What follows belongs to an exercise in optimizing a design on an open flow for small area, a short achievable clock period and few clock cycles; a production flow would make more cautious choices. In this exercise RTL edits were held to simulation tests only and were not proved equivalent to the original. Power and IR drop assume default switching activity.

[flow/constraint.sdc]
create_clock -name core_clock -period 8.0 [get_ports {clk}]
set_input_delay 1.6000 -clock core_clock [delete_from_list [all_inputs] [get_ports {clk}]]
set_output_delay 1.6000 -clock core_clock [all_outputs]
set_load 0.01 [all_outputs]
[flow/config.mk]
export PLATFORM = sky130hd
export DESIGN_NAME = text_to_integer_any_base
export DESIGN_NICKNAME = text_to_integer_any_base
export VERILOG_FILES = /design/flow/design.v
export SDC_FILE = /design/flow/constraint.sdc
export NUM_CORES = 4
export LEC_CHECK = 0
export CAP_MARGIN = 20
export CORE_MARGIN = 2
export CORE_UTILIZATION = 40
export PLACE_DENSITY = 0.6
export SLEW_MARGIN = 20
[flow/design.v]
`default_nettype none
package tti_pkg;
    localparam int MAX_DIGITS  = 16;
    localparam int ALPHA_SLOTS = 16;
    localparam int CHAR_W    = 8;
    localparam int LEN_W     = 5;
    localparam int VALUE_W   = 32;
    localparam int DIGIT_W   = 4;
    localparam int CFG_W     = 64;
    localparam int ADDR_W    = 5;
    localparam int REG_IDX_W = 2;
    localparam logic [REG_IDX_W-1:0] REG_DIGITS_LOW  = 2'd0;
    localparam logic [REG_IDX_W-1:0] REG_DIGITS_HIGH = 2'd1;
    localparam logic [REG_IDX_W-1:0] REG_BASE_LENGTH = 2'd2;
    localparam logic [CHAR_W-1:0] CHAR_NUL   = 8'h00;
    localparam logic [CHAR_W-1:0] CHAR_TAB   = 8'h09;
    localparam logic [CHAR_W-1:0] CHAR_CR    = 8'h0D;
    localparam logic [CHAR_W-1:0] CHAR_SPACE = 8'h20;
    localparam logic [CHAR_W-1:0] CHAR_PLUS  = 8'h2B;
    localparam logic [CHAR_W-1:0] CHAR_MINUS = 8'h2D;
    function automatic logic is_space(input logic [CHAR_W-1:0] c);
        is_space = (c == CHAR_SPACE) || ((c >= CHAR_TAB) && (c <= CHAR_CR));
    endfunction
    function automatic logic is_reserved(input logic [CHAR_W-1:0] c);
        is_reserved = (c == CHAR_NUL) || (c == CHAR_PLUS) || (c == CHAR_MINUS) || is_space(c);
    endfunction
endpackage
`default_nettype wire
`default_nettype none
module text_to_integer_any_base
(
    input  wire logic                             clk,
    input  wire logic                             rst_n,
    input  wire logic                             s_tvalid,
    output logic                                  s_tready,
    input  wire logic [7:0]                       s_tdata,    
    input  wire logic                             s_tlast,    
    output logic                                  m_tvalid,
    input  wire logic                             m_tready,
    output logic [31:0]                           m_tdata,    
    output logic                                  m_tuser,    
    input  wire logic                             psel,
    input  wire logic                             penable,
    input  wire logic                             pwrite,
    input  wire logic [tti_pkg::ADDR_W-1:0]       paddr,
    input  wire logic [tti_pkg::CFG_W-1:0]        pwdata,
    output logic [tti_pkg::CFG_W-1:0]             prdata,
    output logic                                  pready
);
    typedef enum logic [1:0] {PH_SPACE, PH_SIGN, PH_DIGIT, PH_FROZEN} phase_t;
    logic [tti_pkg::CFG_W-1:0]   chars_low_reg;
    logic [tti_pkg::CFG_W-1:0]   chars_high_reg;
    logic [tti_pkg::LEN_W-1:0]   base_length_reg;
    logic                        ok_reg;
    logic                        ok_next;
    logic                        s1_valid_reg;
    logic [tti_pkg::CHAR_W-1:0]  s1_char_reg;
    logic                        s1_last_reg;
    logic                        s1_fire;
    phase_t                      phase_reg;
    phase_t                      phase_next;
    logic                        neg_reg;
    logic                        neg_next;
    logic [tti_pkg::VALUE_W-1:0] acc_reg;
    logic [tti_pkg::VALUE_W-1:0] acc_next;
    logic [tti_pkg::VALUE_W-1:0] acc_mul;
    logic                        out_valid_reg;
    logic [tti_pkg::VALUE_W-1:0] out_value_reg;
    logic                        out_ok_reg;
    logic [tti_pkg::VALUE_W-1:0] result_value;
    logic [tti_pkg::CHAR_W-1:0]  alpha [tti_pkg::ALPHA_SLOTS];
    logic                        digit_hit;
    logic [tti_pkg::DIGIT_W-1:0] digit_val;
    logic                        cfg_write;
    logic [tti_pkg::REG_IDX_W-1:0] cfg_idx;
    logic                        out_free;
    assign pready    = 1'b1;
    assign cfg_write = psel && penable && pwrite && pready;
    assign cfg_idx   = paddr[tti_pkg::ADDR_W-1:3];
    always_comb
    begin
        unique case (cfg_idx)
            tti_pkg::REG_DIGITS_LOW:  prdata = chars_low_reg;
            tti_pkg::REG_DIGITS_HIGH: prdata = chars_high_reg;
            tti_pkg::REG_BASE_LENGTH:
                prdata = {{(tti_pkg::CFG_W-tti_pkg::LEN_W){1'b0}}, base_length_reg};
            default:                  prdata = '0;
        endcase
    end
    always_comb
    begin
        for (int i = 0; i < 8; i++)
        begin
            alpha[i]     = chars_low_reg[i*8 +: 8];
            alpha[i + 8] = chars_high_reg[i*8 +: 8];
        end
    end
    always_comb
    begin
        ok_next = (base_length_reg >= tti_pkg::LEN_W'(2)) &&
                  (base_length_reg <= tti_pkg::LEN_W'(tti_pkg::MAX_DIGITS));
        for (int i = 0; i < tti_pkg::ALPHA_SLOTS; i++)
        begin
            if (tti_pkg::LEN_W'(i) < base_length_reg)
            begin
                if (tti_pkg::is_reserved(alpha[i]))
                    ok_next = 1'b0;
                for (int j = i + 1; j < tti_pkg::ALPHA_SLOTS; j++)
                begin
                    if ((tti_pkg::LEN_W'(j) < base_length_reg) && (alpha[j] == alpha[i]))
                        ok_next = 1'b0;
                end
            end
        end
    end
    always_comb
    begin
        digit_hit = 1'b0;
        digit_val = '0;
        for (int i = tti_pkg::ALPHA_SLOTS - 1; i >= 0; i--)
        begin
            if ((tti_pkg::LEN_W'(i) < base_length_reg) && (alpha[i] == s1_char_reg))
            begin
                digit_hit = 1'b1;
                digit_val = tti_pkg::DIGIT_W'(i);
            end
        end
        digit_hit = digit_hit && ok_reg;
    end
    assign acc_mul = acc_reg * {{(tti_pkg::VALUE_W-tti_pkg::LEN_W){1'b0}}, base_length_reg};
    always_comb
    begin
        phase_next = phase_reg;
        neg_next   = neg_reg;
        acc_next   = acc_reg;
        if (phase_reg != PH_FROZEN)
        begin
            if (s1_char_reg == tti_pkg::CHAR_NUL)
                phase_next = PH_FROZEN;
            else
            begin
                if ((phase_next == PH_SPACE) && !tti_pkg::is_space(s1_char_reg))
                    phase_next = PH_SIGN;
                if (phase_next == PH_SIGN)
                begin
                    if (s1_char_reg == tti_pkg::CHAR_MINUS)
                        neg_next = ~neg_reg;
                    else if (s1_char_reg != tti_pkg::CHAR_PLUS)
                        phase_next = PH_DIGIT;
                end
                if (phase_next == PH_DIGIT)
                begin
                    if (digit_hit)
                        acc_next = acc_mul +
                            {{(tti_pkg::VALUE_W-tti_pkg::DIGIT_W){1'b0}}, digit_val};
                    else
                        phase_next = PH_FROZEN;
                end
            end
        end
        if (!ok_reg)
            result_value = '0;
        else if (neg_next)
            result_value = '0 - acc_next;
        else
            result_value = acc_next;
    end
    assign out_free = !out_valid_reg || m_tready;
    assign s1_fire  = s1_valid_reg && (!s1_last_reg || out_free);
    assign s_tready = !s1_valid_reg || s1_fire;
    always_ff @(posedge clk or negedge rst_n)
    begin
        if (!rst_n)
        begin
            chars_low_reg   <= '0;
            chars_high_reg  <= '0;
            base_length_reg <= '0;
            ok_reg          <= 1'b0;
            s1_valid_reg    <= 1'b0;
            phase_reg       <= PH_SPACE;
            neg_reg         <= 1'b0;
            acc_reg         <= '0;
            out_valid_reg   <= 1'b0;
        end
        else
        begin
            if (cfg_write)
            begin
                unique case (cfg_idx)
                    tti_pkg::REG_DIGITS_LOW:  chars_low_reg   <= pwdata;
                    tti_pkg::REG_DIGITS_HIGH: chars_high_reg  <= pwdata;
                    tti_pkg::REG_BASE_LENGTH: base_length_reg <= pwdata[tti_pkg::LEN_W-1:0];
                    default:                  ;
                endcase
            end
            ok_reg <= ok_next;
            if (s_tvalid && s_tready)
                s1_valid_reg <= 1'b1;
            else if (s1_fire)
                s1_valid_reg <= 1'b0;
            if (s1_fire)
            begin
                if (s1_last_reg)
                begin
                    phase_reg <= PH_SPACE;
                    neg_reg   <= 1'b0;
                    acc_reg   <= '0;
                end
                else
                begin
                    phase_reg <= phase_next;
                    neg_reg   <= neg_next;
                    acc_reg   <= acc_next;
                end
            end
            if (s1_fire && s1_last_reg)
                out_valid_reg <= 1'b1;
            else if (m_tready)
                out_valid_reg <= 1'b0;
        end
    end
    always_ff @(posedge clk)
    begin
        if (s_tvalid && s_tready)
        begin
            s1_char_reg <= s_tdata;
            s1_last_reg <= s_tlast;
        end
        if (s1_fire && s1_last_reg)
        begin
            out_value_reg <= result_value;
            out_ok_reg    <= ok_reg;
        end
    end
    assign m_tvalid = out_valid_reg;
    assign m_tdata  = out_value_reg;
    assign m_tuser  = out_ok_reg;
endmodule
`default_nettype wire
[flow/run.sh]
#!/bin/bash
# synth_recipe.tcl (not shown) runs the flow's synth.tcl, then flattens the netlist and writes it again
# the make line also repeats each setting of config.mk as NAME=value (left out here)
make -C /OpenROAD-flow-scripts/flow DESIGN_CONFIG=/design/flow/config.mk WORK_HOME=/design/flow/orfs CLKGATE_MAP_FILE= SYNTH_SCRIPT=/design/flow/synth_recipe.tcl finish
==> impl_metrics.toml <==
[outcome]
status = "finished clean"

[worst_setup_path]
startpoint_type = "flip-flop"
timing.rr.start = "base_length_reg[0]$_DFFE_PN0P_"
arrival_ns = 7.90
crit_path_end = "out_value_reg[26]$_SDFFCE_PN0P_"
worst-r2r-setup-slack_ns = 0.48
critPathRequiredTime_ns = 8.38
critPathKind = "reg2reg"
crit_start = "base_length_reg[0]$_DFFE_PN0P_"
r2r_cells = 22
cp_max_fo = 8
cp-end-kind = "flip-flop"
timing.rr.end = "out_value_reg[26]$_SDFFCE_PN0P_"

[power]
p_leak_nw = 13.65
peakVddDrop_mv = 0.1980
p_per_area_nw_per_um2 = 242.9

[timing]
finalSetupViolations = 0
period_share = 0.9401
hold_violations = 0
rsz0062_at_grt = "false"
tns_ns = 0
fin_ws_ns = 0.4788
slew_viol_final = 0
fin_crit_ns = 7.521
max_freq_mhz = 133.0
fin_skew_ns = 0.05322
slew_headroom = 0.2813
worst_slew_pin_slew_ns = 1.075

[place]
dpl.hpwl_um = 76620
dpl_worst_slack_ns = 0.6402
portBuffers = 180
gp_congestion = 1.000

[route]
wire_per_inst_um = 26.48
drtIter0Drc = 3191
vias = 27160
dr.pass1.iters = 6
vias_per_cell = 6.108
drc = 0
routed_wl_um = 117700
antenna_violating_nets_post_route = 0

[cts]
numCtsBuffers = 28
postCtsSetupBuffers = 0
cts_buffer_depth = 3
cts_tree = "yes"
cts_resized = 0
root_buffer = "clkbuf_16"
cts_hold_buf = 0
clkSinkCount = 213
htree_levels = 1
clkTransAtPathRegs_ns = 0.06
insertion_delay_ns = 0.63

[synth]
synthesis.area_um2 = 29660
yosys.area.top_type = "xnor2_1"
synth.area.top_cells = "xnor2_1 (20%), dfrtp_1 (14%), xor2_1 (14%)"
synth_cell_type_count = 90
synth_cells = 3444
syn-num-nets = 3678
async_flop_share = 0.8028
synth_top_area_frac = 0.2034
ys_seq_area_frac = 0.1868
synth_edf_count = 42
syn_area_per_cell_um2 = 8.613
yosys_warnings = 2
ys_seq_elements = 213
synth_ff_type = "dfrtp_1"

[die]
core_um2 = 73210
io_pins = 185
start_util = 0.4052
die_w_um = 276.3
die_height_um = 276.3
rows = 99
die_area_um2 = 76350

[hold_path]
hp-class = "reg2reg"
hp-start = "acc_reg[31]$_DFFE_PN0P_"

[global_routing]
grt_overflow = 0
track_usage = 0.3011
grt_pass1_vias = 26350
grt_pass1_wl_um = 175100
antenna_found_initial = 8
grt_max_degree = 86

[flow_run]
drv_cap = 0

[final_layout]
fillers = 7093
final_net_count = 3698
synthToLayoutAreaGrowth_pct = 13.24
drive_gt1_frac = 0.1168
## worst min-delay path by stage
| stage | to | slack (ns) | depth (start not counted) |
|---|---|---|---|
| 2_1_floorplan | out_ok_reg$_DFFE_PP_ | 0.42 | 0 |
| 3_3_place_gp | acc_reg[31]$_DFFE_PN0P_ | 0.55 | 1 |
| 3_5_place_dp | acc_reg[31]$_DFFE_PN0P_ | 0.53 | 1 |
| 4_1_cts | acc_reg[31]$_DFFE_PN0P_ | 0.55 | 1 |
| 5_1_grt | acc_reg[31]$_DFFE_PN0P_ | 0.57 | 1 |
| 6_report | acc_reg[31]$_DFFE_PN0P_ | 0.55 | 1 |
## final cells by class
cell class              count  area (um2)  area share
diodes                      2       5.005   0.0001490
flip-flops and latches    213        5542      0.1650
clock buffers              36       792.0     0.02358
multi-input cells        2772       22290      0.6637
clock inverters            15       207.7    0.006184
repair buffers            368        3247     0.09667
inverters                  81       304.0    0.009052
well taps                 959        1200     0.03572
## cell families (layout without fill, tap and decap cells)
kind of cell | Yosys count | in the layout | share of synthesized area
multiplexers | 222 | 222 | 0.08052
adder cells (fa/ha/maj) | 149 | 149 | 0.08462
flip-flops | 213 | 213 | 0.1868
XOR/XNOR | 1157 | 1157 | 0.3416
buffers and inverters | 459 | 500 | 0.06331
other | 1 | 3 | 0.0001264
AO/OA/AOI/OAI | 333 | 333 | 0.07677
AND/OR/NAND/NOR | 910 | 910 | 0.1662
## synth_stat cells, types with 10 or more instances
cell type / instances
xnor2_1: 689
xor2_1: 468
buf_1: 203
dfrtp_1: 171
nand2_1: 168
nand4_1: 165
nor4_1: 143
nor2_1: 135
mux2_2: 133
clkbuf_1: 96
and2_1: 89
mux2i_1: 89
fa_1: 86
inv_1: 81
a21oi_1: 79
nor3_1: 74
ha_1: 63
buf_2: 61
o21ai_0: 56
edfxtp_1: 42
a31oi_1: 41
nand3_1: 40
a22o_1: 31
nand2b_1: 26
and3_1: 15
buf_4: 15
o21a_1: 12
or3_1: 11
a21o_1: 10
o31ai_1: 10
or4_1: 10
## cell usage in the layout, fill, tap and decap left out, types with 86 or more instances in the layout
cell	n
nor4_1	143
mux2i_1	89
nor2_1	134
and2_1	89
xor2_1	467
dfrtp_1	170
fa_1	86
nand4_1	165
nand2_1	167
clkdlybuf4s50_1	177
xnor2_1	689
buf_4	186
mux2_2	133
## layer usage
layer / vias to the layer above / GRT usage / routed length, um / part of all wire
li1: 11700 / - / - / -
met1: 13100 / 0.4036 / 47200 / 0.40
met2: 1840 / 0.4425 / 48110 / 0.41
met3: 505 / 0.07267 / 14400 / 0.12
met4: 6 / 0.1687 / 7976 / 0.068
met5: - / 0 / 35 / 0.00030
## where the power goes
part	internal (mW)	total, mW	switching (mW)
logic	2.09	5.34	3.26
registers	1.28	1.43	0.151
clock network	0.829	1.38	0.552
## critical path, cell delays in order (launching register included)
cell	delay, ns
dfrtp_1	0.52
or2_2	0.35
a31oi_1	0.70
or4_1	0.50
nand4_1	0.23
o211a_1	0.30
fa_1	0.44
ha_1	0.29
inv_1	0.05
fa_1	0.52
fa_1	0.47
nand2b_1	0.20
a21oi_2	0.22
nor2_1	0.09
xnor2_1	0.15
or3_1	0.41
a2111oi_0	0.54
buf_4	0.25
a31oi_2	0.18
nor4b_4	0.41
a21oi_1	0.13
xnor2_1	0.14
and2_1	0.16
## through the flow
stage | instances | cell area [um2] | util | total power [mW] | hold slack, ns
after floorplan | 3444 | 29660 | - | 5.058 | 0.4231
after global placement | 4393 | 32580 | 0.4451 | 6.517 | 0.5458
after detailed placement | 4393 | 32580 | 0.4451 | 6.595 | 0.5330
after CTS | 4444 | 33580 | 0.4588 | 8.000 | 0.5480
after global routing | 4446 | 33590 | 0.4588 | 8.487 | 0.5736
final | 4446 | 33590 | 0.4588 | 8.160 | 0.5500
Testbench counts, summed over its fixed seeds: cycles 19,090.

## what the ideal ports hide
The flow's constraints put no driver on any port. The routed layout listed below was extracted and timed again, unchanged, in two steps.
Step 1 assumes that a clkbuf_16 drives the clock port and a buf_2 every other input.
Step 2 times the ports against the registers' clock, not the clock port: input delays grow and output delays shrink by t, the midpoint of the rising clock arrivals with the driver on.
a / b / c = no drivers / after step 1 / after step 2; a / b = the first two.
t (ns): 0.671
slack for setup (ns): 0.479 / 0.479 / 0.479
hold slack, ns: 0.550 / 0.550 / 0.550
worst register clock-pin slew, ns: 0.07 / 0.07
pins driven straight from the clock port: 1
After both steps setup and hold are still met in this run. For this run, drivers alone change the setup slack by 0.000 ns; drivers and shift together by 0.000 ns.
